This is an optimization exercise on Yosys and OpenROAD, whose aim is small area, not a production implementation. Where RTL was checked, it was by simulation tests only, not by an equivalence proof against the original. No functional check of the RTL was part of runs 1 and 3 to 6. Power is estimated from default activity; no workload was simulated.

$ cat flow/config.mk
export PLATFORM = sky130hd
export DESIGN_NAME = space_game_top
export DESIGN_NICKNAME = space_game_top
export VERILOG_FILES = /design/flow/design.v
export SDC_FILE = /design/flow/constraint.sdc
export NUM_CORES = 4
export LEC_CHECK = 0
export CAP_MARGIN = 20
export CORE_MARGIN = 2
export CORE_UTILIZATION = 40
export PLACE_DENSITY = 0.6
export SLEW_MARGIN = 20
$ cat flow/constraint.sdc
create_clock -name core_clock -period 6.0 [get_ports {clk25M}]
set_input_delay 1.2000 -clock core_clock [delete_from_list [all_inputs] [get_ports {clk25M}]]
set_output_delay 1.2000 -clock core_clock [all_outputs]
set_load 0.01 [all_outputs]
$ cat flow/design.v
`timescale 1ns/100ps
package invaders_pkg;
    typedef logic [11:0] coord_t;
    typedef logic [11:0] color_t;
    typedef logic [2:0]  slot_t;
    localparam int FIELD_WIDTH    = 640;
    localparam int NUM_INVADERS   = 8;
    localparam int NUM_LASERS     = 4;
    localparam int LASER_IDX_W    = $clog2(NUM_LASERS);
    localparam int INVADER_SIZE   = 32;
    localparam int CANNON_SIZE    = 32;
    localparam int CANNON_V       = 448;
    localparam int CANNON_STEP    = 2;
    localparam int CANNON_INIT_H  = 304;
    localparam int LASER_LEN      = 20;
    localparam int LASER_STEP     = 4;
    localparam int LASER_OFFSET_H = 16;
    localparam int DOWN_STEP      = 8;
    localparam color_t CANNON_COLOR = 12'hff0;
    localparam color_t LASER_COLOR  = 12'hfff;
    localparam bit [NUM_INVADERS-1:0] INVADER_INIT_ALIVE = 8'hff;
    localparam bit [NUM_INVADERS*12-1:0] INVADER_INIT_VPOS = {
        12'd64, 12'd64, 12'd64, 12'd64, 12'd0, 12'd0, 12'd0, 12'd0
    };
    localparam bit [NUM_INVADERS*12-1:0] INVADER_INIT_HPOS = {
        12'd320, 12'd256, 12'd192, 12'd128, 12'd320, 12'd256, 12'd192, 12'd128
    };
    localparam bit [NUM_INVADERS*12-1:0] INVADER_INIT_COLOR = {
        12'h88f, 12'h8f0, 12'hf80, 12'h0ff, 12'hf0f, 12'h00f, 12'h0f0, 12'hf00
    };
    typedef enum logic [1:0] {
        DIR_RIGHT,
        DIR_DOWN,
        DIR_LEFT
    } dir_t;
    typedef enum logic [2:0] {
        PH_IDLE,
        PH_SCAN,
        PH_MOVE,
        PH_CANNON,
        PH_LASERS
    } phase_t;
    localparam int UPDATE_CYCLES = 2 * NUM_INVADERS + 1 + NUM_LASERS;
endpackage
`timescale 1ns/100ps
`timescale 1ns/100ps
`timescale 1ns/100ps
`timescale 1ns/100ps
`timescale 1ns/100ps
`timescale 1ns/100ps
`timescale 1ns/100ps
module space_game_top (
    input  logic        clk25M,
    input  logic        reset,
    input  logic        frame_tick,
    input  logic        march_en,
    input  logic [3:0]  speed,
    input  logic        btn_left,
    input  logic        btn_right,
    input  logic        btn_fire,
    input  logic [11:0] whpos,
    input  logic [11:0] wvpos,
    input  logic [18:0] write_addr_in,
    input  logic        write_en,
    output logic [18:0] write_addr_out,
    output logic        write_en_out,
    output logic [11:0] vdin,
    output logic        update_busy
);
    logic [4:0] seq;
    wire        idle = (seq == 5'd0);
    wire        upd  = (seq == 5'd13);
    always_ff @(posedge clk25M) begin
        if (reset || upd) seq <= 5'd0;
        else if (idle)    seq <= {4'd0, frame_tick};
        else              seq <= {seq[3:0], seq[4] ^ seq[2]};
    end
    assign update_busy = !idle;
    logic [8:0] Hn;      
    logic [8:0] Yn;      
    logic [1:0] dir;     
    wire dl   = dir[0];
    wire down = dir[1];
    wire [8:0] hop = {{5{~dl}}, speed ^ {4{~dl}}};
    wire [9:0] hc;
    wire [8:0] hsum;
    assign hc[0] = ~dl;
    for (genvar j = 0; j < 9; j++) begin : g_hadd
        assign hsum[j]  = Hn[j] ^ hop[j] ^ hc[j];
        assign hc[j+1]  = (Hn[j] & hop[j]) | (hc[j] & (Hn[j] ^ hop[j]));
    end
    wire edge_seen = dl ? hc[9] : (hsum < 9'd95);
    wire [9:0] yb;
    wire [8:0] ydec;
    assign yb[0] = 1'b1;
    for (genvar j = 0; j < 9; j++) begin : g_ydec
        assign ydec[j] = Yn[j] ^ yb[j];
        assign yb[j+1] = yb[j] & ~Yn[j];
    end
    always_ff @(posedge clk25M) begin
        if (reset) begin
            Hn  <= ~9'd128;
            Yn  <= ~9'd0;
            dir <= 2'b00;
        end else if (upd && march_en) begin
            if (down) begin
                Yn  <= ydec;
                dir <= {1'b0, ~dl};
            end else if (edge_seen) begin
                dir <= {1'b1, dl};
            end else begin
                Hn  <= hsum;
            end
        end
    end
    logic [8:0] Cn;
    wire can_l  = btn_left && (Cn != ~9'd8);
    wire can_r  = !can_l && btn_right && (Cn > ~9'd312);
    wire [9:0] ct;
    wire [8:0] Cnew;
    assign ct[0] = can_l | can_r;
    for (genvar j = 0; j < 9; j++) begin : g_can
        assign Cnew[j]  = Cn[j] ^ ct[j];
        assign ct[j+1]  = ct[j] & (Cn[j] ^ can_r);
    end
    always_ff @(posedge clk25M) begin
        if (reset)    Cn <= ~9'd160;
        else if (upd) Cn <= Cnew;
    end
    logic [3:0][6:0] E;
    logic [3:0][8:0] Xn;
    logic            spawned;
    wire win  = (seq == 5'd17) || (seq == 5'd3) || (seq == 5'd6) || (seq == 5'd13);
    wire free0 = &E[0];
    wire fire0 = win && free0 && btn_fire && !spawned;
    wire [7:0] eb;
    wire [6:0] edec;
    assign eb[0] = 1'b1;
    for (genvar j = 0; j < 7; j++) begin : g_edec
        assign edec[j] = E[0][j] ^ eb[j];
        assign eb[j+1] = eb[j] & ~E[0][j];
    end
    logic [6:0] e_in;
    always_comb begin
        if (win && !free0) e_in = edec;
        else if (fire0)    e_in = 7'd107;
        else               e_in = E[0];
    end
    always_ff @(posedge clk25M) begin
        if (reset) E <= {4{7'd127}};
        else       E <= {e_in, E[3:1]};
    end
    always_ff @(posedge clk25M) begin
        Xn <= {free0 ? Cnew : Xn[0], Xn[3:1]};
    end
    always_ff @(posedge clk25M) begin
        spawned <= win && (spawned || fire0);
    end
    wire [9:0] vc;
    wire [8:0] vr;
    assign vc[0] = 1'b1;
    for (genvar j = 0; j < 9; j++) begin : g_vsub
        assign vr[j]   = wvpos[j+3] ^ Yn[j] ^ vc[j];
        assign vc[j+1] = (wvpos[j+3] & Yn[j]) | (vc[j] & (wvpos[j+3] ^ Yn[j]));
    end
    wire wrapY = ~|Yn[8:3];                      
    wire row0  = vc[9] && (vr[8:2] == 7'd0);
    wire row1  = (vc[9] ^ wrapY) && (vr[8:2] == 7'd2);
    wire [12:0] hcy;
    wire [11:0] hr;
    wire [11:0] hnx = {3'b111, Hn};
    assign hcy[0] = 1'b1;
    for (genvar j = 0; j < 12; j++) begin : g_hsub
        assign hr[j]    = whpos[j] ^ hnx[j] ^ hcy[j];
        assign hcy[j+1] = (whpos[j] & hnx[j]) | (hcy[j] & (whpos[j] ^ hnx[j]));
    end
    wire inv_hit = (row0 | row1) && hcy[12] && (hr[11:8] == 4'd0) && !hr[5];
    wire [2:0] idx = {row1, hr[7:6]};
    wire [11:0] ccy;
    wire [10:0] cr;
    wire [10:0] cnx = {2'b11, Cn};
    assign ccy[0] = 1'b1;
    for (genvar j = 0; j < 11; j++) begin : g_csub
        assign cr[j]     = whpos[j+1] ^ cnx[j] ^ ccy[j];
        assign ccy[j+1]  = (whpos[j+1] & cnx[j]) | (ccy[j] & (whpos[j+1] ^ cnx[j]));
    end
    wire can_h   = ccy[11] ? (cr[10:3] == 8'h00) : (cr[10:3] == 8'hff);
    wire can_hit = can_h && (wvpos[11:5] == 7'd14);
    wire       w_ok = (wvpos[11:9] == 3'd0) && (wvpos[8:6] != 3'b111);
    wire [4:0] la   = wvpos[8:4];
    wire [1:0] lb   = wvpos[3:2];
    wire [5:0] lmb;
    wire [4:0] lam1;
    assign lmb[0] = 1'b1;
    for (genvar j = 0; j < 5; j++) begin : g_lam1
        assign lam1[j]  = la[j] ^ lmb[j];
        assign lmb[j+1] = lmb[j] & ~la[j];
    end
    wire lam1_ok = (la != 5'd0);
    wire [10:0] lp = whpos[11:1];
    wire [11:0] lq;
    wire [11:0] lqc;
    assign lqc[0] = whpos[0];
    for (genvar j = 0; j < 11; j++) begin : g_lq
        assign lq[j]    = lp[j] ^ lqc[j];
        assign lqc[j+1] = lp[j] & lqc[j];
    end
    assign lq[11] = lqc[11];
    wire lp_ok = (lp[10:9] == 2'd0);
    wire lq_ok = (lq[11:9] == 3'd0);
    logic [3:0] las_h;
    for (genvar i = 0; i < 4; i++) begin : g_lhit
        wire [4:0] c  = E[i][6:2];
        wire [1:0] f  = E[i][1:0];
        wire       ge = (lb[1] & ~f[1]) | (~(lb[1] ^ f[1]) & (lb[0] | ~f[0]));
        wire       le = (~lb[1] & f[1]) | (~(lb[1] ^ f[1]) & (~lb[0] | f[0]));
        wire       vh = ((la == c) && ge) || (lam1_ok && (lam1 == c) && le);
        wire       hh = (lp_ok && (lp[8:0] == ~Xn[i])) || (lq_ok && (lq[8:0] == ~Xn[i]));
        assign las_h[i] = vh && hh;
    end
    wire las_hit = w_ok && (|las_h);
    logic [4:0] inv_code;
    always_comb begin
        case (idx)
            3'd0: inv_code = 5'b11000;     
            3'd1: inv_code = 5'b00110;     
            3'd2: inv_code = 5'b00001;     
            3'd3: inv_code = 5'b11001;     
            3'd4: inv_code = 5'b00111;     
            3'd5: inv_code = 5'b11100;     
            3'd6: inv_code = 5'b10110;     
            default: inv_code = 5'b10101;  
        endcase
    end
    logic [4:0] code;
    always_comb begin
        if (inv_hit)      code = inv_code;
        else if (can_hit) code = 5'b11110;    
        else if (las_hit) code = 5'b11111;    
        else              code = 5'b00000;
    end
    logic [4:0] col;
    always_ff @(posedge clk25M) begin
        if (reset || !write_en) col <= 5'd0;
        else                    col <= code;
    end
    assign vdin = {col[4], {3{col[3]}}, col[2], {3{col[1]}}, {4{col[0]}}};
    always_ff @(posedge clk25M) begin
        write_addr_out <= write_addr_in;
        write_en_out   <= write_en & ~reset;
    end
endmodule
$ cat flow/flow/run.sh
#!/bin/bash
# Standard ORFS layout (standard synthesis unchanged), with small port buffers
# and a lighter clock tree.
set -euo pipefail
export BUFFER_PORTS_ARGS="-buffer_cell sky130_fd_sc_hd__buf_1"
export CTS_ARGS="-sink_clustering_enable -repair_clock_nets -dont_use_dummy_load -buf_list sky130_fd_sc_hd__clkbuf_8"
bash standard.sh > standard_flow.log 2>&1
$ cat flow/standard.sh
#!/bin/bash
# synth_recipe.tcl (not shown) runs the flow's synth.tcl, then flattens the netlist and writes it again
# the make line also repeats each setting of config.mk as NAME=value (left out here)
make -C /OpenROAD-flow-scripts/flow DESIGN_CONFIG=/design/flow/config.mk WORK_HOME=/design/flow/orfs CLKGATE_MAP_FILE= SYNTH_SCRIPT=/design/flow/synth_recipe.tcl "${@:-finish}"
==> results.py, run 1 <==
metrics = {
    "outcome": {
        "outcome": "no timing/DRC/antenna violations",
    },
    "critical_path": {
        "critical_path_arrival_ns": 5.72,
        "crit_path_start_kind": "primary input",
        "critPathCaptureType": "register",
        "crit_top_cell": "fa_1",
        "ff2ff_path_depth": 17,
        "crit_type": "primary input to register",
        "r2r_start": "dir[0]$_SDFFE_PP0P_",
        "crit_required_ns": 6.33,
        "startpoint": "speed[0]",
        "r2r_end": "Hn[1]$_SDFFE_PP1P_",
        "crit_slowest_cell": "fa_1",
        "crit_chain": "buf_1 > mux2_2 > fa_1 > fa_1 > fa_1 > fa_1 > fa_1 > fa_1 > inv_1 > fa_1 > fa_1 > nand2_1 > a211oi_1 > nor4_4 > buf_12 > nor2b_1 > a211o_1",
        "cp_max_fo": 17,
        "endpoint": "Hn[1]$_SDFFE_PP1P_",
        "rrSetupSlack_ns": 0.75,
        "cpPeakStageDelay_ns": 0.43,
    },
    "synth": {
        "yosys.area_share.xor_xnor": 0.1692,
        "seq_area_frac_synth": 0.3531,
        "synthCells": 733,
        "ys_ff_latch": 124,
        "synth_fp_nets": 860,
        "synth_edf_count": 0,
        "synth.area.top_cells": "dfxtp_1 35%, xor2_1 11%, ha_1 8.4%",
        "yosysWarnings": 1,
        "synth_top_family_by_area": "XOR/XNOR gates",
        "mappedNetlistArea_um2": 7030,
        "yosys.area_share.simple": 0.1671,
        "synth-compound-area-share": 0.09361,
        "synth_fa_ha_area_frac": 0.1548,
        "synth-main-ff-cell": "dfxtp_1",
        "synthArstFlopShare": 0,
        "avgSynthCellArea_um2": 9.591,
        "synthMuxAreaShare": 0.006229,
        "yosysTopAreaCellShare": 0.3531,
        "yosysTopAreaCell": "dfxtp_1",
        "synth_cell_types": 57,
    },
    "place": {
        "gp_congestion": 0.8702,
        "portBuffers": 85,
        "place_ws_ns": 0.1574,
        "hpwl_um": 12480,
        "place_inst": 1021,
    },
    "layout": {
        "final_cells": 1038,
        "final_common_cell": "dfxtp_1",
        "layout_common_cells": "124 x dfxtp_1, 85 x xor2_1, 84 x buf_1, 56 x inv_1, 49 x xnor2_1",
        "antenna_cells": 0,
        "seq_area_um2": 2482,
        "layout.nets": 942,
        "final_layout_size_suffix_gt1_frac": 0.08118,
        "multi_input_area_um2": 4155,
        "fillerInstances": 1700,
        "syn_to_final_growth_pct": 10.80,
    },
    "routing": {
        "drtPass1Iterations": 5,
        "wl_per_cell_um": 15.20,
        "drt_iter0_drc": 321,
        "drc": 0,
        "via_per_inst": 4.949,
        "wl_um": 15780,
        "postRouteAntennaNets": 0,
        "num_vias": 5137,
    },
    "power": {
        "p_sw_frac": 0.2606,
        "p_seq_frac": 0.540,
        "p_comb_frac": 0.126,
        "ir_drop_uv": 91.04,
        "switchingPower_mw": 0.4140,
        "p_int_mw": 1.174,
        "p_per_area_nw_per_um2": 203.9,
        "p_leak_nw": 3.197,
        "pwr-share-clk": 0.334,
    },
    "global_routing": {
        "antenna_found_initial": 0,
        "grt_pass1_wl_um": 25860,
        "grt_pass1_vias": 5024,
        "grt_max_degree": 51,
        "groute.usage.overall": 0.1827,
        "grt_overflow": 0,
    },
    "timing": {
        "rsz0062_at_grt": "no",
        "timing.final.setup_violations": 0,
        "slew_headroom": 0.5078,
        "max_freq_ghz": 0.1857,
        "slew_violations": 0,
        "fin_crit_ns": 5.384,
        "hold_viol_final": 0,
        "min_period_over_period": 0.8974,
        "worst_pin_slew_ns": 0.7327,
        "fin_ws_ns": 0.6156,
        "skew_ns": 0.02064,
        "tns_ns": 0,
    },
    "clocking": {
        "root_buffer": "clkbuf_8",
        "path_clk_slew_ns": 0.06,
        "cts_resized": 0,
        "numCtsBuffers": 17,
        "cts_max_level": 4,
        "insertion_delay_ns": 0.45,
        "cts_setup_buffers": 0,
        "tritoncts": "yes",
        "clock_path_buffers": 2,
        "cts_num_sinks": 124,
        "holdBufCountCts": 0,
    },
    "run": {
        "cap_violations": 0,
    },
    "floorplan": {
        "dieArea_um2": 18650,
        "die_x_um": 136.6,
        "start_util": 0.4079,
        "pin_count": 88,
        "fp.coreArea_um2": 17240,
        "die_y_um": 136.6,
        "row_count": 48,
    },
    "min_path": {
        "hp-class": "register to register",
    },
}
[worst max-delay path, delay by kind of cell]
| kind | cells | cell delay (ns) |
|---|---|---|
| compound gates | 2 | 0.34 |
| fa+ha+maj | 8 | 3.02 |
| buf+inv | 3 | 0.35 |
| mux | 1 | 0.36 |
| simple gates | 3 | 0.44 |
[Yosys cell counts (all sizes together), types with 2 or more instances]
master	number
dfxtp	124
xor2	85
inv	56
xnor2	50
ha	47
nand2	39
o21ai	26
fa	25
nor2	25
or2	23
clkbuf	22
nand4	21
nor4	21
a21oi	20
nand2b	18
nand3	18
nor3	13
a211o	12
buf	12
or3	8
nor2b	7
o22ai	7
a31oi	6
o221ai	6
a211oi	4
and3	4
o21a	4
mux2	3
o31a	3
or4	3
and2	2
and4	2
o211ai	2
o21bai	2
o311ai	2
[metal layers]
layer | global-route usage | vias to the layer above | share of wire
met1 | 0.2414 | 2385 | 0.48
li1 | - | 2634 | -
met2 | 0.2892 | 90 | 0.46
met5 | 0 | - | 0
met4 | 0.07234 | 0 | 0.022
met3 | 0.04185 | 28 | 0.033
[cell families after synthesis]
| family | after synthesis |
|---|---|
| AND/OR/NAND/NOR | 210 |
| flip-flops | 124 |
| adder cells (fa/ha/maj) | 72 |
| AO/OA/AOI/OAI | 97 |
| buffers and inverters | 91 |
| XOR/XNOR | 135 |
| multiplexers | 4 |
[state kept, by name, summed over array words and instances, names as in the netlist]
signal and cells:
seq 5, Hn 9, E 28, spawned 1, write_addr_out 19, Cn 9, Xn 36, dir 2
write_en_out 1, Yn 9, col 5
[cell type report]
| class | instances | share of cell area |
|---|---|---|
| multi-input cells | 518 | 0.5334 |
| inverters | 57 | 0.02747 |
| clock buffers | 17 | 0.03004 |
| repair buffers | 97 | 0.05429 |
| flip-flops and latches | 124 | 0.3187 |
| well taps | 225 | 0.03614 |
[power groups by stage]
stage	registers, mW	logic, mW	clock network [mW]
final	0.858	0.200	0.531
after global placement	0.876	0.199	0
after global routing	0.860	0.225	0.589
after floorplan	0.876	0.132	0
after CTS	0.858	0.201	0.552
after detailed placement	0.876	0.200	0
[through the flow]
stage	utilization	total power [mW]	area, um^2	hold slack [ns]
final	0.4519	1.588	7790	0.3762
after global placement	0.4384	1.074	7556	0.3792
after detailed placement	0.4384	1.076	7556	0.3808
after CTS	0.4519	1.610	7790	0.3801
after floorplan	-	1.008	7030	0.3730
after global routing	0.4519	1.674	7790	0.3901
[how the worst min path moves through the flow]
| stage | from | end | slack (ns) | depth (start not counted) |
|---|---|---|---|---|
| detailed placement | Xn[11]$_DFF_P_ | Xn[2]$_DFF_P_ | 0.38 | 0 |
| global route | Xn[25]$_DFF_P_ | Xn[16]$_DFF_P_ | 0.39 | 0 |
| finish | Xn[32]$_DFF_P_ | Xn[23]$_DFF_P_ | 0.38 | 0 |
| global placement | Xn[15]$_DFF_P_ | Xn[6]$_DFF_P_ | 0.38 | 0 |
| CTS | Xn[32]$_DFF_P_ | Xn[23]$_DFF_P_ | 0.38 | 0 |
| floorplan | Xn[35]$_DFF_P_ | Xn[26]$_DFF_P_ | 0.37 | 0 |
==> inputs of run 2 (changes only) <==
--- a/flow/design.v
+++ b/flow/design.v
@@ -130,30 +130,32 @@
     logic [3:0][6:0] E;
     logic [3:0][8:0] Xn;
-    logic            spawned;
-    wire win  = (seq == 5'd17) || (seq == 5'd3) || (seq == 5'd6) || (seq == 5'd13);
-    wire free0 = &E[0];
-    wire fire0 = win && free0 && btn_fire && !spawned;
-    wire [7:0] eb;
-    wire [6:0] edec;
-    assign eb[0] = 1'b1;
-    for (genvar j = 0; j < 7; j++) begin : g_edec
-        assign edec[j] = E[0][j] ^ eb[j];
-        assign eb[j+1] = eb[j] & ~E[0][j];
-    end
-    logic [6:0] e_in;
-    always_comb begin
-        if (win && !free0) e_in = edec;
-        else if (fire0)    e_in = 7'd107;
-        else               e_in = E[0];
-    end
-    always_ff @(posedge clk25M) begin
-        if (reset) E <= {4{7'd127}};
-        else       E <= {e_in, E[3:1]};
-    end
-    always_ff @(posedge clk25M) begin
-        Xn <= {free0 ? Cnew : Xn[0], Xn[3:1]};
-    end
-    always_ff @(posedge clk25M) begin
-        spawned <= win && (spawned || fire0);
+    logic [3:0]      free;
+    logic [3:0]      take;
+    for (genvar i = 0; i < 4; i++) begin : g_free
+        assign free[i] = &E[i];
+    end
+    assign take[0] = btn_fire & free[0];
+    assign take[1] = btn_fire & free[1] & ~free[0];
+    assign take[2] = btn_fire & free[2] & ~|free[1:0];
+    assign take[3] = btn_fire & free[3] & ~|free[2:0];
+    for (genvar i = 0; i < 4; i++) begin : g_las
+        wire [7:0] eb;
+        wire [6:0] edec;
+        assign eb[0] = 1'b1;
+        for (genvar j = 0; j < 7; j++) begin : g_edec
+            assign edec[j] = E[i][j] ^ eb[j];
+            assign eb[j+1] = eb[j] & ~E[i][j];
+        end
+        always_ff @(posedge clk25M) begin
+            if (reset) begin
+                E[i] <= 7'd127;
+            end else if (upd) begin
+                if (!free[i])     E[i] <= edec;
+                else if (take[i]) E[i] <= 7'd107;
+            end
+        end
+        always_ff @(posedge clk25M) begin
+            if (upd && take[i]) Xn[i] <= Cnew;
+        end
     end
     wire [9:0] vc;
==> results.py, run 2 <==
metrics = {
    "power": {
        "p_per_area_nw_per_um2": 186.8,
        "ir_drop_uv": 139.7,
        "p_leak_nw": 3.754,
    },
    "synth": {
        "synth.area.top_cells": "dfxtp_1 23%, edfxtp_1 14%, ha_1 11%",
        "synth_fp_nets": 927,
        "ys_ff_latch": 123,
        "yosysTopAreaCellShare": 0.2272,
        "mappedNetlistArea_um2": 7666,
        "synth-main-ff-cell": "dfxtp_1",
        "synthCells": 782,
        "yosys-top-cells-count": "87 x dfxtp_1, 87 x xor2_1, 75 x inv_1",
        "avgSynthCellArea_um2": 9.803,
        "synth_cell_types": 55,
        "yosysWarnings": 1,
        "yosysTopAreaCell": "dfxtp_1",
        "seq_area_frac_synth": 0.3682,
        "synth_edf_count": 36,
        "synthArstFlopShare": 0,
    },
    "place": {
        "dpl-instance-area_um2": 8202,
        "hpwl_um": 13520,
        "portBuffers": 85,
        "gp_congestion": 0.8956,
    },
    "routing": {
        "maxUsedRoutingLayer": "met4",
        "postRouteAntennaNets": 0,
        "wl_um": 17620,
        "drtPass1Iterations": 4,
        "wl_met1_um": 8310,
        "num_vias": 5597,
        "via_per_inst": 5.111,
        "dr_wl_met3_um": 718,
        "drt_iter0_drc": 289,
        "drc": 0,
        "wl_per_cell_um": 16.09,
        "wl_met2_um": 8256,
    },
    "floorplan": {
        "start_util": 0.4085,
        "dieArea_um2": 20290,
        "row_count": 50,
        "die_x_um": 142.4,
        "pin_count": 88,
        "fp.coreArea_um2": 18770,
        "die_y_um": 142.4,
    },
    "layout": {
        "top_register": "Xn",
        "antenna_cells": 0,
        "largest_reg_flops": 36,
        "final_area_um2": 8436,
        "layout_common_cells": "87 x dfxtp_1, 87 x xor2_1, 85 x buf_1, 75 x inv_1, 74 x nand2_1",
        "final_layout_size_suffix_gt1_frac": 0.04530,
        "layout.nets": 1008,
        "syn_to_final_growth_pct": 10.04,
        "largest_registers": "Xn: 36 flops, E: 28 flops, write_addr_out: 19 flops",
    },
    "critical_path": {
        "cp_max_fo": 2,
        "critPathCaptureType": "register",
        "crit_type": "primary input to register",
        "r2r_end": "col[2]$_SDFF_PN0_",
        "crit_path_start_kind": "primary input",
        "r2r_start": "Cn[1]$_SDFFE_PP1P_",
        "ff2ff_path_depth": 17,
        "crit_required_ns": 6.34,
        "critical_path_arrival_ns": 5.90,
        "rrSetupSlack_ns": 0.91,
    },
    "clocking": {
        "insertion_delay_ns": 0.44,
        "clock_path_buffers": 2,
        "cts_num_sinks": 123,
        "cts_max_level": 4,
        "root_buffer": "clkbuf_8",
        "cts_setup_buffers": 0,
        "cts_resized": 0,
        "holdBufCountCts": 0,
        "path_clk_slew_ns": 0.08,
        "numCtsBuffers": 17,
        "tritoncts": "yes",
    },
    "global_routing": {
        "grt_overflow": 0,
        "groute.usage.overall": 0.1782,
        "grt_pass1_vias": 5446,
        "grt_max_degree": 38,
        "grt_pass1_wl_um": 27800,
        "antenna_found_initial": 0,
    },
    "timing": {
        "timing.final.setup_violations": 0,
        "worst_pin_slew_ns": 0.8836,
        "slew_violations": 0,
        "rsz0062_at_grt": "no",
        "max_freq_ghz": 0.1798,
        "hold_viol_final": 0,
        "skew_ns": 0.03489,
        "slew_headroom": 0.4070,
        "tns_ns": 0,
        "fin_crit_ns": 5.562,
        "min_period_over_period": 0.9271,
    },
    "run": {
        "cap_violations": 0,
    },
    "min_path": {
        "hp-class": "register to register",
        "min_path_cells": 1,
        "worst_hold_startpoint": "seq[1]$_SDFF_PP0_",
        "whs_endpoint": "seq[2]$_SDFF_PP0_",
    },
    "outcome": {
        "outcome": "no timing/DRC/antenna violations",
    },
}
[run 2: cell types whose count changed in the layout (fill, tap and decap cells not counted), moves of 19 or more]
cell      change
nand2_1      +35
inv_1        +19
edfxtp_1     +36
dfxtp_1      -37
or2_2        -21
o211ai_1     +20
[run 2: layout make-up]
cell class | count | area, um^2
clock buffers | 17 | 234.0
fillers | 1806 | 10330
inverters | 76 | 285.3
multi-input cells | 546 | 4377
flip-flops and latches | 123 | 2823
well taps | 234 | 292.8
repair buffers | 99 | 424.2
[run 2: worst max-delay path by stage]
stage	end	slack, ns	start	cells past startpoint
5_1_grt	col[2]$_SDFF_PN0_	0.30	whpos[2]	18
3_3_place_gp	col[2]$_SDFF_PN0_	0.1	whpos[2]	18
3_5_place_dp	col[2]$_SDFF_PN0_	0.08	whpos[2]	18
6_report	col[2]$_SDFF_PN0_	0.44	whpos[2]	18
2_1_floorplan	Hn[1]$_SDFFE_PP1P_	0.55	speed[0]	16
4_1_cts	col[2]$_SDFF_PN0_	0.52	whpos[2]	18
[run 2: layer usage]
metal,GRT usage,vias up
li1,-,2807
met5,0,-
met4,0.06045,0
met1,0.2381,2634
met3,0.02793,23
met2,0.2945,133
[run 2: power by group]
group          switching (mW)  internal (mW)  total, mW
sequential            0.00244          0.862      0.864
clock                   0.282          0.249      0.530
combinational           0.111         0.0710      0.182
[run 2: through the flow]
| step | hold WS [ns] | cells | power [mW] | setup slack, ns | utilization |
|---|---|---|---|---|---|
| floorplan | 0.4392 | 782 | 1.001 | 0.5489 | - |
| global placement | 0.4596 | 1078 | 1.062 | 0.09752 | 0.4370 |
| detailed placement | 0.4602 | 1078 | 1.063 | 0.07591 | 0.4370 |
| CTS | 0.4417 | 1095 | 1.597 | 0.5183 | 0.4495 |
| global route | 0.4501 | 1095 | 1.644 | 0.2989 | 0.4495 |
| finish | 0.4381 | 1095 | 1.576 | 0.4377 | 0.4495 |
[run 2: cell families (layout without fill, tap and decap cells)]
group           Yosys count  after routing  share of synthesized area
mux                       8              8                    0.01061
compound gates           91             91                    0.07932
buf+inv                 113            192                    0.06169
xor+xnor                143            143                     0.1634
fa+ha+maj                90             90                     0.1714
simple gates            214            214                     0.1454
flops                   123            123                     0.3682
[run 2: worst max-delay path, stage by stage]
cell and delay, ns:
buf_1 0.10, ha_1 0.27, o21ai_0 0.07, nand2b_1 0.08, a21oi_1 0.09, fa_1 0.39
fa_1 0.39, fa_1 0.39, fa_1 0.39, fa_1 0.39, fa_1 0.39, ha_1 0.19
ha_1 0.29, nor4b_1 0.26, a31oi_1 0.23, o41ai_1 0.39, a21oi_1 0.12, a311oi_1 0.26
==> inputs of run 3 (changes only) <==
--- a/flow/design.v
+++ b/flow/design.v
@@ -70,7 +70,8 @@
     logic [4:0] seq;
     wire        idle = (seq == 5'd0);
-    wire        upd  = (seq == 5'd13);
-    always_ff @(posedge clk25M) begin
-        if (reset || upd) seq <= 5'd0;
+    wire        last = (seq == 5'd13);
+    wire        upd  = (seq == 5'd1);     
+    always_ff @(posedge clk25M) begin
+        if (reset || last) seq <= 5'd0;
         else if (idle)    seq <= {4'd0, frame_tick};
         else              seq <= {seq[3:0], seq[4] ^ seq[2]};
@@ -82,20 +83,9 @@
     wire dl   = dir[0];
     wire down = dir[1];
-    wire [8:0] hop = {{5{~dl}}, speed ^ {4{~dl}}};
-    wire [9:0] hc;
-    wire [8:0] hsum;
-    assign hc[0] = ~dl;
-    for (genvar j = 0; j < 9; j++) begin : g_hadd
-        assign hsum[j]  = Hn[j] ^ hop[j] ^ hc[j];
-        assign hc[j+1]  = (Hn[j] & hop[j]) | (hc[j] & (Hn[j] ^ hop[j]));
-    end
-    wire edge_seen = dl ? hc[9] : (hsum < 9'd95);
-    wire [9:0] yb;
-    wire [8:0] ydec;
-    assign yb[0] = 1'b1;
-    for (genvar j = 0; j < 9; j++) begin : g_ydec
-        assign ydec[j] = Yn[j] ^ yb[j];
-        assign yb[j+1] = yb[j] & ~Yn[j];
-    end
+    wire [8:0] hsum;     
+    wire       hcar;     
+    wire [8:0] ydec;     
+    wire [8:0] Cnew;     
+    wire edge_seen = dl ? hcar : (hsum < 9'd95);
     always_ff @(posedge clk25M) begin
         if (reset) begin
@@ -115,13 +105,6 @@
     end
     logic [8:0] Cn;
-    wire can_l  = btn_left && (Cn != ~9'd8);
-    wire can_r  = !can_l && btn_right && (Cn > ~9'd312);
-    wire [9:0] ct;
-    wire [8:0] Cnew;
-    assign ct[0] = can_l | can_r;
-    for (genvar j = 0; j < 9; j++) begin : g_can
-        assign Cnew[j]  = Cn[j] ^ ct[j];
-        assign ct[j+1]  = ct[j] & (Cn[j] ^ can_r);
-    end
+    wire can_l  = btn_left && (Cn != ~9'd8);                   
+    wire can_r  = !can_l && btn_right && (Cn > ~9'd312);       
     always_ff @(posedge clk25M) begin
         if (reset)    Cn <= ~9'd160;
@@ -130,40 +113,40 @@
     logic [3:0][6:0] E;
     logic [3:0][8:0] Xn;
-    logic [3:0]      free;
-    logic [3:0]      take;
-    for (genvar i = 0; i < 4; i++) begin : g_free
-        assign free[i] = &E[i];
-    end
-    assign take[0] = btn_fire & free[0];
-    assign take[1] = btn_fire & free[1] & ~free[0];
-    assign take[2] = btn_fire & free[2] & ~|free[1:0];
-    assign take[3] = btn_fire & free[3] & ~|free[2:0];
-    for (genvar i = 0; i < 4; i++) begin : g_las
-        wire [7:0] eb;
-        wire [6:0] edec;
-        assign eb[0] = 1'b1;
-        for (genvar j = 0; j < 7; j++) begin : g_edec
-            assign edec[j] = E[i][j] ^ eb[j];
-            assign eb[j+1] = eb[j] & ~E[i][j];
-        end
-        always_ff @(posedge clk25M) begin
-            if (reset) begin
-                E[i] <= 7'd127;
-            end else if (upd) begin
-                if (!free[i])     E[i] <= edec;
-                else if (take[i]) E[i] <= 7'd107;
-            end
-        end
-        always_ff @(posedge clk25M) begin
-            if (upd && take[i]) Xn[i] <= Cnew;
-        end
+    logic            spawned;
+    wire win  = (seq == 5'd17) || (seq == 5'd3) || (seq == 5'd6) || (seq == 5'd13);
+    wire free0 = &E[0];
+    wire fire0 = win && free0 && btn_fire && !spawned;
+    wire [7:0] eb;
+    wire [6:0] edec;
+    assign eb[0] = 1'b1;
+    for (genvar j = 0; j < 7; j++) begin : g_edec
+        assign edec[j] = E[0][j] ^ eb[j];
+        assign eb[j+1] = eb[j] & ~E[0][j];
+    end
+    logic [6:0] e_in;
+    always_comb begin
+        if (win && !free0) e_in = edec;
+        else if (fire0)    e_in = 7'd107;
+        else               e_in = E[0];
+    end
+    always_ff @(posedge clk25M) begin
+        if (reset) E <= {4{7'd127}};
+        else       E <= {e_in, E[3:1]};
+    end
+    always_ff @(posedge clk25M) begin
+        Xn <= {free0 ? Cn : Xn[0], Xn[3:1]};
+    end
+    always_ff @(posedge clk25M) begin
+        spawned <= win && (spawned || fire0);
     end
     wire [9:0] vc;
     wire [8:0] vr;
-    assign vc[0] = 1'b1;
+    wire [8:0] va = wvpos[11:3] | {9{upd}};
+    assign vc[0] = ~upd;
     for (genvar j = 0; j < 9; j++) begin : g_vsub
-        assign vr[j]   = wvpos[j+3] ^ Yn[j] ^ vc[j];
-        assign vc[j+1] = (wvpos[j+3] & Yn[j]) | (vc[j] & (wvpos[j+3] ^ Yn[j]));
-    end
+        assign vr[j]   = va[j] ^ Yn[j] ^ vc[j];
+        assign vc[j+1] = (va[j] & Yn[j]) | (vc[j] & (va[j] ^ Yn[j]));
+    end
+    assign ydec = vr;
     wire wrapY = ~|Yn[8:3];                      
     wire row0  = vc[9] && (vr[8:2] == 7'd0);
@@ -172,9 +155,12 @@
     wire [11:0] hr;
     wire [11:0] hnx = {3'b111, Hn};
-    assign hcy[0] = 1'b1;
+    wire [11:0] hop = upd ? {{8{~dl}}, speed ^ {4{~dl}}} : whpos;
+    assign hcy[0] = upd ? ~dl : 1'b1;
     for (genvar j = 0; j < 12; j++) begin : g_hsub
-        assign hr[j]    = whpos[j] ^ hnx[j] ^ hcy[j];
-        assign hcy[j+1] = (whpos[j] & hnx[j]) | (hcy[j] & (whpos[j] ^ hnx[j]));
-    end
+        assign hr[j]    = hop[j] ^ hnx[j] ^ hcy[j];
+        assign hcy[j+1] = (hop[j] & hnx[j]) | (hcy[j] & (hop[j] ^ hnx[j]));
+    end
+    assign hsum = hr[8:0];
+    assign hcar = hcy[9];
     wire inv_hit = (row0 | row1) && hcy[12] && (hr[11:8] == 4'd0) && !hr[5];
     wire [2:0] idx = {row1, hr[7:6]};
@@ -182,9 +168,11 @@
     wire [10:0] cr;
     wire [10:0] cnx = {2'b11, Cn};
-    assign ccy[0] = 1'b1;
+    wire [10:0] cp  = upd ? {11{can_r}} : whpos[11:1];
+    assign ccy[0] = upd ? can_l : 1'b1;
     for (genvar j = 0; j < 11; j++) begin : g_csub
-        assign cr[j]     = whpos[j+1] ^ cnx[j] ^ ccy[j];
-        assign ccy[j+1]  = (whpos[j+1] & cnx[j]) | (ccy[j] & (whpos[j+1] ^ cnx[j]));
-    end
+        assign cr[j]     = cp[j] ^ cnx[j] ^ ccy[j];
+        assign ccy[j+1]  = (cp[j] & cnx[j]) | (ccy[j] & (cp[j] ^ cnx[j]));
+    end
+    assign Cnew = cr[8:0];
     wire can_h   = ccy[11] ? (cr[10:3] == 8'h00) : (cr[10:3] == 8'hff);
     wire can_hit = can_h && (wvpos[11:5] == 7'd14);
==> results.py, run 3 <==
metrics = {
    "synth": {
        "synthArstFlopShare": 0,
        "synth_cell_types": 57,
        "yosys-top-cells-count": "124 x dfxtp_1, 84 x xor2_1, 53 x inv_1",
        "seq_area_frac_synth": 0.3715,
        "yosysTopAreaCellShare": 0.3715,
        "synth-main-ff-cell": "dfxtp_1",
        "synth.area.top_cells": "dfxtp_1 37%, xor2_1 11%, fa_1 8.1%",
        "synth.most_common_cell": "dfxtp_1",
        "avgSynthCellArea_um2": 9.643,
        "synth_edf_count": 0,
        "yosysTopAreaCell": "dfxtp_1",
        "ys_ff_latch": 124,
        "yosysWarnings": 1,
        "synthCells": 693,
        "synth_fp_nets": 808,
        "mappedNetlistArea_um2": 6683,
    },
    "power": {
        "p_total_mw": 1.856,
        "pwr-share-clk": 0.284,
        "p_comb_frac": 0.224,
        "p_per_area_nw_per_um2": 240.5,
        "p_int_mw": 1.305,
        "p_sw_frac": 0.2968,
        "p_leak_nw": 3.211,
        "ir_drop_uv": 123.9,
        "switchingPower_mw": 0.5509,
        "p_seq_frac": 0.492,
    },
    "floorplan": {
        "dieArea_um2": 17760,
        "die_x_um": 133.3,
        "row_count": 47,
        "fp.coreArea_um2": 16470,
        "pin_count": 88,
        "start_util": 0.4059,
        "die_y_um": 133.3,
    },
    "layout": {
        "layout_common_cells": "124 x dfxtp_1, 83 x xor2_1, 83 x buf_1, 49 x inv_1, 43 x nor2_1",
        "layout.nets": 903,
        "fillerInstances": 1624,
        "multi_input_area_um2": 3948,
        "utilization": 0.4687,
        "largest_registers": "Xn: 36 flops, E: 28 flops, write_addr_out: 19 flops",
        "antenna_cells": 0,
        "syn_to_final_growth_pct": 15.48,
        "seq_area_um2": 2482,
        "final_layout_size_suffix_gt1_frac": 0.1616,
        "top_register": "Xn",
        "final_common_cell": "dfxtp_1",
        "largest_reg_flops": 36,
    },
    "critical_path": {
        "critical_path_arrival_ns": 6.11,
        "path_buf_inv": 5,
        "critPathCaptureType": "register",
        "cpPeakStageDelay_ns": 0.41,
        "cp_max_fo": 4,
        "crit_path_start_kind": "primary input",
        "crit_required_ns": 6.30,
        "path_delay_family": "adder cells",
        "crit_type": "primary input to register",
        "crit_top_cell": "fa_2",
        "crit_slowest_cell": "fa_2",
    },
    "clocking": {
        "cts_num_sinks": 124,
        "cts_max_level": 4,
        "numCtsBuffers": 17,
        "tritoncts": "yes",
        "root_buffer": "clkbuf_8",
        "clock_path_buffers": 2,
        "insertion_delay_ns": 0.43,
        "path_clk_slew_ns": 0.07,
    },
    "routing": {
        "postRouteAntennaNets": 0,
        "drtPass1Iterations": 4,
        "drc": 0,
        "via_per_inst": 5.076,
        "wl_um": 16460,
        "num_vias": 5106,
        "drt_iter0_drc": 305,
        "wl_per_cell_um": 16.36,
    },
    "global_routing": {
        "grt_pass1_wl_um": 27100,
        "groute.usage.overall": 0.1946,
        "grt_max_degree": 58,
        "grt_pass1_vias": 5310,
        "grt_overflow": 0,
        "antenna_found_initial": 0,
    },
    "timing": {
        "slew_headroom": 0.3084,
        "fin_crit_ns": 5.817,
        "skew_ns": 0.02048,
        "fin_hold_ws_ns": 0.3790,
        "worst_pin_slew_ns": 1.034,
        "min_period_over_period": 0.9695,
        "timing.final.setup_violations": 0,
        "max_freq_ghz": 0.1719,
        "hold_viol_final": 0,
        "slew_violations": 0,
        "fin_ws_ns": 0.1832,
    },
    "outcome": {
        "outcome": "no timing/DRC/antenna violations",
    },
    "place": {
        "gp_congestion": 0.9005,
        "place_ws_ns": -0.4646,
        "hpwl_um": 12740,
        "portBuffers": 85,
    },
    "run": {
        "cap_violations": 0,
    },
    "min_path": {
        "hp-class": "register to register",
    },
}
==> run 3: cell types whose count changed after synthesis, moves of 24 or more <==
cell      delta
nor2_1      +30
nand2_1     -42
edfxtp_1    -36
ha_1        -32
xnor2_1     -24
dfxtp_1     +37
==> run 3: cells by family after synthesis <==
logic type	after synthesis	share of synthesized area
compound gates	96	0.09979
xor+xnor	118	0.1569
fa+ha+maj	60	0.1427
buf+inv	94	0.05898
flops	124	0.3715
mux	9	0.01517
simple gates	192	0.1550
==> run 3: final cells by class <==
class,instances,area share
multi-input cells,475,0.5115
flip-flops and latches,124,0.3217
repair buffers,116,0.07442
well taps,220,0.03567
clock buffers,17,0.03032
inverters,54,0.02643
==> run 3: layer usage <==
| metal | part of all wire | global-route usage |
|---|---|---|
| met3 | 0.044 | 0.04110 |
| met1 | 0.46 | 0.2563 |
| met4 | 0.013 | 0.05851 |
| met2 | 0.49 | 0.3222 |
| met5 | 0 | 0 |
==> run 3: timing repair <==
item,4_1_cts,5_1_grt
resized for setup,5,25
buffers inserted,0,1
pin swaps,3,16
endpoints found under the hold margin,0,0
hold buffers,0,0
endpoints found under the setup margin,2,5
==> run 3: worst register-to-register path: cells and delay by family, from the launching register on <==
family	cells	cell delay [ns]
simple gates	7	0.95
fa+ha+maj	12	3.54
compound gates	2	0.29
flops	1	0.35
buf+inv	5	0.49
==> run 3: through the flow <==
stage | area [um^2] | setup TNS [ns] | std cells
2_1_floorplan | 6733 | 0 | 693
3_3_place_gp | 7363 | -2.273 | 988
3_5_place_dp | 7363 | -3.115 | 988
4_1_cts | 7615 | 0 | 1005
5_1_grt | 7717 | -0.04216 | 1006
6_report | 7717 | 0 | 1006
==> run 3: worst paths after layout <==
check | startpoint | end | slack (ns) | cells after the start
worst max-delay path | speed[0] | col[2]$_SDFF_PN0_ | 0.18 | 25
worst min-delay path | Xn[33]$_DFF_P_ | Xn[24]$_DFF_P_ | 0.38 | 0
worst max register to register | seq[4]$_SDFF_PP0_ | col[2]$_SDFF_PN0_ | 0.26 | 26
worst min register to register | Xn[33]$_DFF_P_ | Xn[24]$_DFF_P_ | 0.38 | 0
==> run 3: power by group through the flow <==
stage               Clock (mW)  Combinational (mW)  Sequential, mW
floorplan                    0               0.279           0.923
global placement             0               0.389           0.930
detailed placement           0               0.398           0.931
CTS                      0.548               0.402           0.913
global route             0.581               0.468           0.919
finish                   0.527               0.416           0.913
==> inputs of run 4 (changes only) <==
--- a/flow/design.v
+++ b/flow/design.v
@@ -155,5 +155,5 @@
     wire [11:0] hr;
     wire [11:0] hnx = {3'b111, Hn};
-    wire [11:0] hop = upd ? {{8{~dl}}, speed ^ {4{~dl}}} : whpos;
+    wire [11:0] hop = {whpos[11:9], upd ? {{5{~dl}}, speed ^ {4{~dl}}} : whpos[8:0]};
     assign hcy[0] = upd ? ~dl : 1'b1;
     for (genvar j = 0; j < 12; j++) begin : g_hsub
@@ -168,5 +168,5 @@
     wire [10:0] cr;
     wire [10:0] cnx = {2'b11, Cn};
-    wire [10:0] cp  = upd ? {11{can_r}} : whpos[11:1];
+    wire [10:0] cp  = {whpos[11:10], upd ? {9{can_r}} : whpos[9:1]};
     assign ccy[0] = upd ? can_l : 1'b1;
     for (genvar j = 0; j < 11; j++) begin : g_csub
--- a/flow/config.mk
+++ b/flow/config.mk
@@ -8,5 +8,5 @@
 export CAP_MARGIN = 20
 export CORE_MARGIN = 2
-export CORE_UTILIZATION = 40
-export PLACE_DENSITY = 0.6
+export CORE_UTILIZATION = 60
+export PLACE_DENSITY = 0.75
 export SLEW_MARGIN = 20
==> results.py, run 4 <==
metrics = {
    "global_routing": {
        "grt_overflow": 0,
        "grt_pass1_vias": 5111,
        "grt_max_degree": 58,
        "grt_pass1_wl_um": 24650,
        "groute.usage.overall": 0.2738,
        "antenna_found_initial": 0,
    },
    "synth": {
        "ys_ff_latch": 124,
        "seq_area_frac_synth": 0.3732,
        "synthArstFlopShare": 0,
        "avgSynthCellArea_um2": 9.654,
        "mappedNetlistArea_um2": 6651,
        "yosysTopAreaCell": "dfxtp_1",
        "synth_cell_types": 58,
        "synth_edf_count": 0,
        "yosys-top-cells-count": "124 x dfxtp_1, 86 x xor2_1, 56 x inv_1",
        "synth.area.top_cells": "dfxtp_1 37%, xor2_1 11%, fa_1 8.1%",
        "synth.most_common_cell": "dfxtp_1",
        "synthCells": 689,
        "synth_fp_nets": 804,
        "yosysTopAreaCellShare": 0.3732,
        "yosysWarnings": 1,
        "synth-main-ff-cell": "dfxtp_1",
    },
    "timing": {
        "slew_violations": 0,
        "timing.final.setup_violations": 0,
        "min_period_over_period": 0.9653,
        "fin_crit_ns": 5.792,
        "hold_viol_final": 0,
        "max_freq_ghz": 0.1727,
        "worst_pin_slew_ns": 0.9734,
        "skew_ns": 0.01675,
        "slew_headroom": 0.3487,
    },
    "layout": {
        "top_register": "Xn",
        "antenna_cells": 0,
        "layout.nets": 893,
        "final_layout_size_suffix_gt1_frac": 0.1546,
        "multi_input_area_um2": 3930,
        "layout_common_cells": "120 x dfxtp_1, 86 x xor2_1, 84 x buf_1, 54 x inv_1, 45 x nor2_1",
        "final_common_cell": "dfxtp_1",
        "largest_registers": "Xn: 36 flops, E: 28 flops, write_addr_out: 19 flops",
        "largest_reg_flops": 36,
        "final_cells": 916,
        "seq_area_um2": 2487,
        "syn_to_final_growth_pct": 13.32,
        "utilization": 0.6953,
        "fillerInstances": 838,
    },
    "power": {
        "p_leak_nw": 3.166,
        "p_per_area_nw_per_um2": 244.7,
        "p_total_mw": 1.844,
        "ir_drop_uv": 195.6,
    },
    "routing": {
        "via_per_inst": 5.555,
        "drc": 0,
        "drt_iter0_drc": 256,
        "num_vias": 5088,
        "wl_um": 15320,
        "postRouteAntennaNets": 0,
        "wl_per_cell_um": 16.72,
        "drtPass1Iterations": 7,
    },
    "clocking": {
        "cts_num_sinks": 124,
        "cts_max_level": 4,
        "root_buffer": "clkbuf_8",
        "path_clk_slew_ns": 0.06,
        "clock_path_buffers": 2,
        "insertion_delay_ns": 0.44,
        "tritoncts": "yes",
        "numCtsBuffers": 17,
        "holdBufCountCts": 0,
    },
    "floorplan": {
        "die_y_um": 109.3,
        "dieArea_um2": 11940,
        "die_x_um": 109.3,
        "pin_count": 88,
        "fp.coreArea_um2": 10840,
        "start_util": 0.6136,
        "row_count": 38,
    },
    "critical_path": {
        "critical_path_arrival_ns": 6.15,
        "crit_type": "primary input to register",
        "cp_max_fo": 4,
        "path_delay_family": "adder cells",
        "crit_slowest_cell": "fa_1",
        "path_buf_inv": 3,
        "cpPeakStageDelay_ns": 0.40,
        "critPathCaptureType": "register",
        "crit_top_cell": "fa_2",
        "crit_path_start_kind": "primary input",
        "crit_chain": "buf_1 > o41ai_2 > o211ai_1 > nand2_1 > o21ai_1 > fa_2 > fa_1 > inv_1 > fa_1 > inv_1 > fa_2 > fa_2 > fa_2 > fa_2 > fa_2 > fa_1 > ha_1 > nor4b_1 > nand2_1 > o21ai_2 > nand3_4 > o221ai_2",
        "crit_required_ns": 6.36,
    },
    "place": {
        "gp_congestion": 0.9447,
        "hpwl_um": 11840,
        "place_inst": 899,
        "portBuffers": 85,
    },
    "run": {
        "cap_violations": 0,
    },
    "min_path": {
        "hp-class": "register to register",
    },
    "outcome": {
        "outcome": "no timing/DRC/antenna violations",
    },
}
-- run 4: timing repair --
| action | 4_1_cts | 5_1_grt |
|---|---|---|
| endpoints found under the setup margin | 5 | 5 |
| setup buffers | 0 | 0 |
| resized for setup | 2 | 29 |
| endpoints found under the hold margin | 0 | 0 |
| pin swaps | 0 | 14 |
-- run 4: where the power goes --
part           internal, mW  switching [mW]  total, mW  leakage (nW)
clock network         0.248           0.278      0.526         0.122
registers             0.870          0.0443      0.914          1.02
logic                 0.178           0.226      0.404          2.03
-- run 4: worst paths after layout --
kind | from | to | slack [ns] | cells past startpoint
hold / removal | Xn[9]$_DFF_P_ | Xn[0]$_DFF_P_ | 0.39 | 0
setup reg to reg | seq[0]$_SDFF_PP0_ | col[3]$_SDFF_PN0_ | 0.26 | 24
hold reg to reg | Xn[9]$_DFF_P_ | Xn[0]$_DFF_P_ | 0.39 | 0
setup / recovery | btn_left | col[3]$_SDFF_PN0_ | 0.21 | 22
-- run 4: layout make-up --
type                       count  area share
clock buffer                  17     0.03104
inverter                      56     0.02789
multi-input combinational    470      0.5214
sequential                   124      0.3300
tap                          140     0.02324
timing repair buffer         109     0.06640
-- run 4: per-layer routing --
metal,vias up,routed length [um],GRT usage
met4,0,360,0.1076
li1,2468,-,-
met5,-,0,0
met3,30,706,0.06461
met1,2444,6859,0.3485
met2,146,7388,0.4516
-- run 4: cell families (layout without fill, tap and decap cells) --
logic type / after synthesis / count (layout) / share of synthesized area
AND/OR/NAND/NOR: 191 / 191 / 0.1528
XOR/XNOR: 118 / 118 / 0.1576
flip-flops: 124 / 124 / 0.3732
AO/OA/AOI/OAI: 92 / 92 / 0.09801
adder cells (fa/ha/maj): 60 / 60 / 0.1433
multiplexers: 9 / 9 / 0.01524
buffers and inverters: 95 / 182 / 0.05982
-- run 4: per-stage QoR --
stage | hold WS (ns) | cell area, um^2 | worst slack, ns | setup TNS, ns
floorplan | 0.3730 | 6684 | 0.01098 | 0
global placement | 0.3772 | 7172 | -0.2722 | -1.277
detailed placement | 0.3800 | 7172 | -0.4181 | -2.445
CTS | 0.3896 | 7416 | 0.007181 | 0
global route | 0.3974 | 7537 | -0.01450 | -0.01450
finish | 0.3888 | 7537 | 0.2085 | 0
==> inputs of run 5 (changes only) <==
==> flow/flow/run.sh (replaced) <==
#!/bin/bash
# Standard ORFS layout (standard synthesis unchanged), with small port buffers
# and a lighter clock tree.
set -euo pipefail
export BUFFER_PORTS_ARGS="-buffer_cell sky130_fd_sc_hd__buf_1"
export CTS_ARGS="-sink_clustering_enable -repair_clock_nets -dont_use_dummy_load -buf_list sky130_fd_sc_hd__clkbuf_8 -sink_clustering_size 25 -sink_clustering_max_diameter 60"
bash standard.sh > standard_flow.log 2>&1
==> results.py, run 5 <==
metrics = {
    "clocking": {
        "insertion_delay_ns": 0.44,
        "clock_path_buffers": 2,
        "root_buffer": "clkbuf_8",
        "holdBufCountCts": 0,
        "cts_num_sinks": 124,
        "path_clk_slew_ns": 0.06,
        "numCtsBuffers": 17,
        "cts_max_level": 4,
        "tritoncts": "yes",
        "cts_setup_buffers": 0,
    },
    "run": {
        "cap_violations": 0,
    },
    "power": {
        "p_int_mw": 1.296,
        "pwr-share-clk": 0.285,
        "ir_drop_uv": 195.6,
        "p_leak_nw": 3.166,
        "p_comb_frac": 0.219,
        "switchingPower_mw": 0.5480,
        "p_seq_frac": 0.496,
        "p_sw_frac": 0.2971,
        "p_per_area_nw_per_um2": 244.7,
    },
    "critical_path": {
        "crit_top_cell": "fa_2",
        "cpPeakStageDelay_ns": 0.40,
        "rrSetupSlack_ns": 0.26,
        "crit_slowest_cell": "fa_1",
        "crit_type": "primary input to register",
        "crit_chain": "buf_1 > o41ai_2 > o211ai_1 > nand2_1 > o21ai_1 > fa_2 > fa_1 > inv_1 > fa_1 > inv_1 > fa_2 > fa_2 > fa_2 > fa_2 > fa_2 > fa_1 > ha_1 > nor4b_1 > nand2_1 > o21ai_2 > nand3_4 > o221ai_2",
        "crit_path_start_kind": "primary input",
        "cp_max_fo": 4,
        "critical_path_arrival_ns": 6.15,
        "crit_required_ns": 6.36,
        "critPathCaptureType": "register",
    },
    "synth": {
        "mappedNetlistArea_um2": 6651,
        "ys_ff_latch": 124,
        "synth_cell_types": 58,
        "synth.most_common_cell": "dfxtp_1",
        "synthCells": 689,
        "yosysWarnings": 1,
        "synth_edf_count": 0,
        "synth_fp_nets": 804,
        "seq_area_frac_synth": 0.3732,
        "synth.area.top_cells": "dfxtp_1 37%, xor2_1 11%, fa_1 8.1%",
        "synthArstFlopShare": 0,
        "avgSynthCellArea_um2": 9.654,
        "yosysTopAreaCell": "dfxtp_1",
        "yosysTopAreaCellShare": 0.3732,
        "yosys-top-cells-count": "124 x dfxtp_1, 86 x xor2_1, 56 x inv_1",
        "synth-main-ff-cell": "dfxtp_1",
    },
    "place": {
        "place_ws_ns": -0.4181,
        "gp_congestion": 0.9447,
        "hpwl_um": 11840,
        "portBuffers": 85,
    },
    "routing": {
        "maxUsedRoutingLayer": "met4",
        "postRouteAntennaNets": 0,
        "wl_per_cell_um": 16.72,
        "wl_met2_um": 7388,
        "wl_met1_um": 6859,
        "num_vias": 5088,
        "dr_wl_met3_um": 706,
        "via_per_inst": 5.555,
        "drc": 0,
        "drt_iter0_drc": 256,
        "wl_um": 15320,
        "drtPass1Iterations": 7,
    },
    "global_routing": {
        "grt_max_degree": 58,
        "grt_pass1_vias": 5111,
        "grt_overflow": 0,
        "antenna_found_initial": 0,
        "groute.usage.overall": 0.2738,
        "grt_pass1_wl_um": 24650,
    },
    "timing": {
        "worst_pin_slew_ns": 0.9734,
        "tns_ns": 0,
        "slew_headroom": 0.3487,
        "hold_viol_final": 0,
        "skew_ns": 0.01675,
        "timing.final.setup_violations": 0,
        "fin_crit_ns": 5.792,
        "max_freq_ghz": 0.1727,
        "slew_violations": 0,
        "min_period_over_period": 0.9653,
        "fin_ws_ns": 0.2085,
    },
    "floorplan": {
        "die_x_um": 109.3,
        "pin_count": 88,
        "start_util": 0.6136,
        "row_count": 38,
        "die_y_um": 109.3,
        "fp.coreArea_um2": 10840,
        "dieArea_um2": 11940,
    },
    "min_path": {
        "hp-class": "register to register",
    },
    "layout": {
        "layout_common_cells": "120 x dfxtp_1, 86 x xor2_1, 84 x buf_1, 54 x inv_1, 45 x nor2_1",
        "top_register": "Xn",
        "final_common_cell": "dfxtp_1",
        "multi_input_area_um2": 3930,
        "seq_area_um2": 2487,
        "fillerInstances": 838,
        "antenna_cells": 0,
        "largest_reg_flops": 36,
        "largest_registers": "Xn: 36 flops, E: 28 flops, write_addr_out: 19 flops",
        "final_layout_size_suffix_gt1_frac": 0.1546,
        "syn_to_final_growth_pct": 13.32,
        "layout.nets": 893,
    },
    "outcome": {
        "outcome": "no timing/DRC/antenna violations",
    },
}
run 5: final cells by class:
type / count / share of cell area
Multi-Input combinational cell: 470 / 0.5214
Timing Repair Buffer: 109 / 0.06640
Sequential cell: 124 / 0.3300
Inverter: 56 / 0.02789
Clock buffer: 17 / 0.03104
Tap cell: 140 / 0.02324
run 5: cell families (layout without fill, tap and decap cells):
family                     after synthesis  in the layout  synth area share
AOI/OAI and AO/OA                       92             92           0.09801
xor gates and xnor gates               118            118            0.1576
adders and majority gates               60             60            0.1433
buffers and inverters                   95            182           0.05982
DFF                                    124            124            0.3732
muxes                                    9              9           0.01524
and+or+nand+nor                        191            191            0.1528
run 5: metal layers:
metal  track usage  vias to the layer above
li1              -                     2468
met1        0.3485                     2444
met2        0.4516                      146
met3       0.06461                       30
met4        0.1076                        0
met5             0                        -
run 5: path summary, 6_finish.rpt:
kind,cells after the start,endpoint,start
max,22,col[3]$_SDFF_PN0_,btn_left
min,0,Xn[0]$_DFF_P_,Xn[9]$_DFF_P_
max reg2reg,24,col[3]$_SDFF_PN0_,seq[0]$_SDFF_PP0_
min reg2reg,0,Xn[0]$_DFF_P_,Xn[9]$_DFF_P_
run 5: metrics by stage:
| step | cell area, um^2 | hold slack [ns] | cells | power [mW] | util |
|---|---|---|---|---|---|
| 3_3_place_gp | 7172 | 0.3772 | 899 | 1.293 | 0.6616 |
| 5_1_grt | 7537 | 0.3974 | 916 | 1.937 | 0.6953 |
| 2_1_floorplan | 6684 | 0.3730 | 689 | 1.193 | - |
| 6_report | 7537 | 0.3888 | 916 | 1.844 | 0.6953 |
| 3_5_place_dp | 7172 | 0.3800 | 899 | 1.311 | 0.6616 |
| 4_1_cts | 7416 | 0.3896 | 916 | 1.833 | 0.6841 |
run 5: critical path: cells and delay by family:
family | cells | cell delay (ns)
adder cells (fa/ha/maj) | 10 | 3.47
AND/OR/NAND/NOR | 4 | 0.66
AO/OA/AOI/OAI | 5 | 0.57
buffers and inverters | 3 | 0.23
run 5: power groups by stage:
stage | Combinational (mW) | Clock (mW) | Sequential (mW)
CTS | 0.385 | 0.535 | 0.913
finish | 0.404 | 0.526 | 0.914
detailed placement | 0.381 | 0 | 0.930
floorplan | 0.271 | 0 | 0.923
global route | 0.446 | 0.571 | 0.919
global placement | 0.365 | 0 | 0.928
run 5: repair_timing:
item,4_1_cts,5_1_grt
pin swaps,0,14
hold endpoints to repair,0,0
cloned,0,0
gates resized for setup,2,29
setup endpoints to repair,5,5
==> inputs of run 6 (changes only) <==
--- a/flow/design.v
+++ b/flow/design.v
@@ -152,10 +152,10 @@
     wire row0  = vc[9] && (vr[8:2] == 7'd0);
     wire row1  = (vc[9] ^ wrapY) && (vr[8:2] == 7'd2);
-    wire [12:0] hcy;
-    wire [11:0] hr;
-    wire [11:0] hnx = {3'b111, Hn};
-    wire [11:0] hop = {whpos[11:9], upd ? {{5{~dl}}, speed ^ {4{~dl}}} : whpos[8:0]};
+    wire [10:0] hcy;
+    wire [9:0]  hr;
+    wire [9:0]  hnx = {1'b1, Hn};
+    wire [9:0]  hop = {whpos[9], upd ? {{5{~dl}}, speed ^ {4{~dl}}} : whpos[8:0]};
     assign hcy[0] = upd ? ~dl : 1'b1;
-    for (genvar j = 0; j < 12; j++) begin : g_hsub
+    for (genvar j = 0; j < 10; j++) begin : g_hsub
         assign hr[j]    = hop[j] ^ hnx[j] ^ hcy[j];
         assign hcy[j+1] = (hop[j] & hnx[j]) | (hcy[j] & (hop[j] ^ hnx[j]));
@@ -163,17 +163,16 @@
     assign hsum = hr[8:0];
     assign hcar = hcy[9];
-    wire inv_hit = (row0 | row1) && hcy[12] && (hr[11:8] == 4'd0) && !hr[5];
+    wire inv_hit = (row0 | row1) && (whpos[11:10] == 2'd0) && hcy[10] && (hr[9:8] == 2'd0) && !hr[5];
     wire [2:0] idx = {row1, hr[7:6]};
-    wire [11:0] ccy;
-    wire [10:0] cr;
-    wire [10:0] cnx = {2'b11, Cn};
-    wire [10:0] cp  = {whpos[11:10], upd ? {9{can_r}} : whpos[9:1]};
+    wire [9:0] ccy;
+    wire [8:0] cr;
+    wire [8:0] cp  = upd ? {9{can_r}} : whpos[9:1];
     assign ccy[0] = upd ? can_l : 1'b1;
-    for (genvar j = 0; j < 11; j++) begin : g_csub
-        assign cr[j]     = cp[j] ^ cnx[j] ^ ccy[j];
-        assign ccy[j+1]  = (cp[j] & cnx[j]) | (ccy[j] & (cp[j] ^ cnx[j]));
-    end
-    assign Cnew = cr[8:0];
-    wire can_h   = ccy[11] ? (cr[10:3] == 8'h00) : (cr[10:3] == 8'hff);
+    for (genvar j = 0; j < 9; j++) begin : g_csub
+        assign cr[j]     = cp[j] ^ Cn[j] ^ ccy[j];
+        assign ccy[j+1]  = (cp[j] & Cn[j]) | (ccy[j] & (cp[j] ^ Cn[j]));
+    end
+    assign Cnew = cr;
+    wire can_h   = (whpos[11:10] == 2'd0) && (ccy[9] ? (cr[8:3] == 6'h00) : (cr[8:3] == 6'h3f));
     wire can_hit = can_h && (wvpos[11:5] == 7'd14);
     wire       w_ok = (wvpos[11:9] == 3'd0) && (wvpos[8:6] != 3'b111);
@@ -188,15 +187,13 @@
     end
     wire lam1_ok = (la != 5'd0);
-    wire [10:0] lp = whpos[11:1];
-    wire [11:0] lq;
-    wire [11:0] lqc;
+    wire [8:0] lp = whpos[9:1];
+    wire [8:0] lq;
+    wire [9:0] lqc;
     assign lqc[0] = whpos[0];
-    for (genvar j = 0; j < 11; j++) begin : g_lq
+    for (genvar j = 0; j < 9; j++) begin : g_lq
         assign lq[j]    = lp[j] ^ lqc[j];
         assign lqc[j+1] = lp[j] & lqc[j];
     end
-    assign lq[11] = lqc[11];
-    wire lp_ok = (lp[10:9] == 2'd0);
-    wire lq_ok = (lq[11:9] == 3'd0);
+    wire lh_ok = (whpos[11:10] == 2'd0);
     logic [3:0] las_h;
     for (genvar i = 0; i < 4; i++) begin : g_lhit
@@ -206,8 +203,8 @@
         wire       le = (~lb[1] & f[1]) | (~(lb[1] ^ f[1]) & (~lb[0] | f[0]));
         wire       vh = ((la == c) && ge) || (lam1_ok && (lam1 == c) && le);
-        wire       hh = (lp_ok && (lp[8:0] == ~Xn[i])) || (lq_ok && (lq[8:0] == ~Xn[i]));
+        wire       hh = (lp == ~Xn[i]) || (lq == ~Xn[i]);
         assign las_h[i] = vh && hh;
     end
-    wire las_hit = w_ok && (|las_h);
+    wire las_hit = w_ok && lh_ok && (|las_h);
     logic [4:0] inv_code;
     always_comb begin
==> flow/flow/run.sh (replaced) <==
#!/bin/bash
# Standard ORFS layout (standard synthesis unchanged), with small port buffers
# and a lighter clock tree.
set -euo pipefail
export BUFFER_PORTS_ARGS="-buffer_cell sky130_fd_sc_hd__buf_1"
export CTS_ARGS="-sink_clustering_enable -repair_clock_nets -dont_use_dummy_load -buf_list sky130_fd_sc_hd__clkbuf_8"
bash standard.sh > standard_flow.log 2>&1
--- a/flow/config.mk
+++ b/flow/config.mk
@@ -8,5 +8,5 @@
 export CAP_MARGIN = 20
 export CORE_MARGIN = 2
-export CORE_UTILIZATION = 60
-export PLACE_DENSITY = 0.75
+export CORE_UTILIZATION = 70
+export PLACE_DENSITY = 0.8
 export SLEW_MARGIN = 20
==> results.py, run 6 <==
metrics = {
    "routing": {
        "postRouteAntennaNets": 0,
        "drc": 0,
        "drt_iter0_drc": 242,
        "wl_um": 15250,
        "num_vias": 5060,
        "via_per_inst": 5.737,
    },
    "layout": {
        "final_common_cell": "dfxtp_1",
        "fillerInstances": 617,
        "antenna_cells": 0,
        "largest_registers": "Xn: 36 flops, E: 28 flops, write_addr_out: 19 flops",
    },
    "outcome": {
        "failed_checks": "setup timing",
        "outcome": "complete, but fails checks",
    },
    "critical_path": {
        "startpoint": "Cn[7]$_SDFFE_PP0N_",
        "rrSetupSlack_ns": -0.13,
        "crit_required_ns": 6.31,
        "critical_path_arrival_ns": 6.44,
    },
    "clocking": {
        "path_clk_slew_ns": 0.06,
        "tritoncts": "yes",
        "insertion_delay_ns": 0.43,
        "cts_max_level": 4,
        "numCtsBuffers": 17,
    },
    "power": {
        "ir_drop_uv": 234.3,
        "p_per_area_nw_per_um2": 249.5,
    },
    "synth": {
        "synth.area.top_cells": "dfxtp_1 38%, xor2_1 10%, fa_1 8.3%",
        "synth_fp_nets": 776,
        "synth.most_common_cell": "dfxtp_1",
        "synthArstFlopShare": 0,
        "mappedNetlistArea_um2": 6539,
        "seq_area_frac_synth": 0.3796,
        "yosysWarnings": 1,
        "yosys-top-cells-count": "124 x dfxtp_1, 78 x xor2_1, 53 x inv_1",
    },
    "floorplan": {
        "die_x_um": 100.7,
        "fp.coreArea_um2": 9153,
        "row_count": 35,
    },
    "place": {
        "gp_congestion": 0.9713,
        "hpwl_um": 11580,
        "place_inst": 862,
    },
    "run": {
        "cap_violations": 0,
    },
    "timing": {
        "timing.final.setup_violations": 4,
        "slew_headroom": 0.2525,
        "tns_ns": -0.4767,
        "fin_ws_ns": -0.1284,
        "min_period_over_period": 1.021,
        "fin_hold_ws_ns": 0.3609,
    },
    "global_routing": {
        "grt_pass1_wl_um": 23880,
        "grt_overflow": 0,
        "groute.usage.overall": 0.3069,
    },
    "min_path": {
        "hp-class": "register to register",
        "min_path_cells": 0,
    },
}
[run 6: cell count changes after synthesis, moves of 3 or more]
cell      change
nand2_1      -13
inv_1         -3
xnor2_1      +10
and2_1        -3
ha_1          -7
nand4_1       -5
xor2_1        -8
o21ai_0       -5
a21oi_1       +3
nand2b_1      +3
[run 6: layout make-up]
class | instances | area (um^2) | share of cell area
Clock buffer | 17 | 234.0 | 0.03138
Inverter | 54 | 206.4 | 0.02768
Multi-Input combinational cell | 451 | 3766 | 0.5050
Sequential cell | 124 | 2487 | 0.3336
Tap cell | 111 | 138.9 | 0.01862
Timing Repair Buffer | 125 | 624.3 | 0.08372
[run 6: timing repair]
action	CTS	global route
endpoints found under the setup margin	4	14
resized for setup	4	14
pin swaps	1	0
setup buffers	2	1
[run 6: worst max path at each step]
stage          slack, ns                 to
6_report           -0.13  col[3]$_SDFF_PN0_
4_1_cts             -0.1  col[3]$_SDFF_PN0_
2_1_floorplan      -0.22  col[1]$_SDFF_PN0_
3_3_place_gp       -0.42  col[1]$_SDFF_PN0_
5_1_grt            -0.25  col[3]$_SDFF_PN0_
3_5_place_dp       -0.51  col[2]$_SDFF_PN0_
[run 6: kinds of logic (layout without fill, tap and decap cells)]
group | Yosys count | after routing | synth area share
xor gates and xnor gates | 119 | 119 | 0.1605
AOI/OAI and AO/OA | 92 | 92 | 0.1041
adders and majority gates | 53 | 53 | 0.1324
DFF | 124 | 124 | 0.3796
and+or+nand+nor | 177 | 177 | 0.1479
muxes | 10 | 10 | 0.01703
buffers and inverters | 93 | 196 | 0.05836
[run 6: per-layer routing]
metal | track usage | wire, um | vias up | share of wire
met5 | 0 | 0 | - | 0
met4 | 0.1170 | 406 | 0 | 0.027
met3 | 0.07628 | 951 | 45 | 0.062
met2 | 0.5277 | 7632 | 185 | 0.50
met1 | 0.3702 | 6255 | 2402 | 0.41
li1 | - | - | 2428 | -
[run 6: worst max-delay path: stages (launching register included)]
cell,delay (ns)
dfxtp_2,0.33
nand4_1,0.13
or4_4,0.51
a21o_1,0.21
nand2_2,0.08
o21ai_2,0.06
fa_2,0.35
fa_2,0.36
inv_2,0.07
fa_2,0.19
inv_2,0.04
fa_2,0.36
fa_2,0.38
fa_2,0.38
fa_2,0.38
fa_2,0.39
fa_1,0.51
or4b_4,0.51
nor4_4,0.14
a41oi_1,0.09
or4_4,0.48
o221ai_2,0.08
[run 6: through the flow]
stage	instance area, um^2	utilization
2_1_floorplan	6579	-
3_3_place_gp	7137	0.7798
3_5_place_dp	7137	0.7798
4_1_cts	7393	0.8078
5_1_grt	7457	0.8148
6_report	7457	0.8148
[run 6: where the power goes]
group / switching (mW) / internal (mW)
clock: 0.275 / 0.249
sequential: 0.0386 / 0.869
combinational: 0.234 / 0.196
total: 0.547 / 1.31

Re-timed with assumed drivers on the ports (clkbuf_16 on the clock, buf_2 on other inputs), run 6 has -0.128 ns of setup slack against -0.128 ns with ideal ports, and -0.529 ns once port delays also move by the mid clock arrival of 0.445 ns.
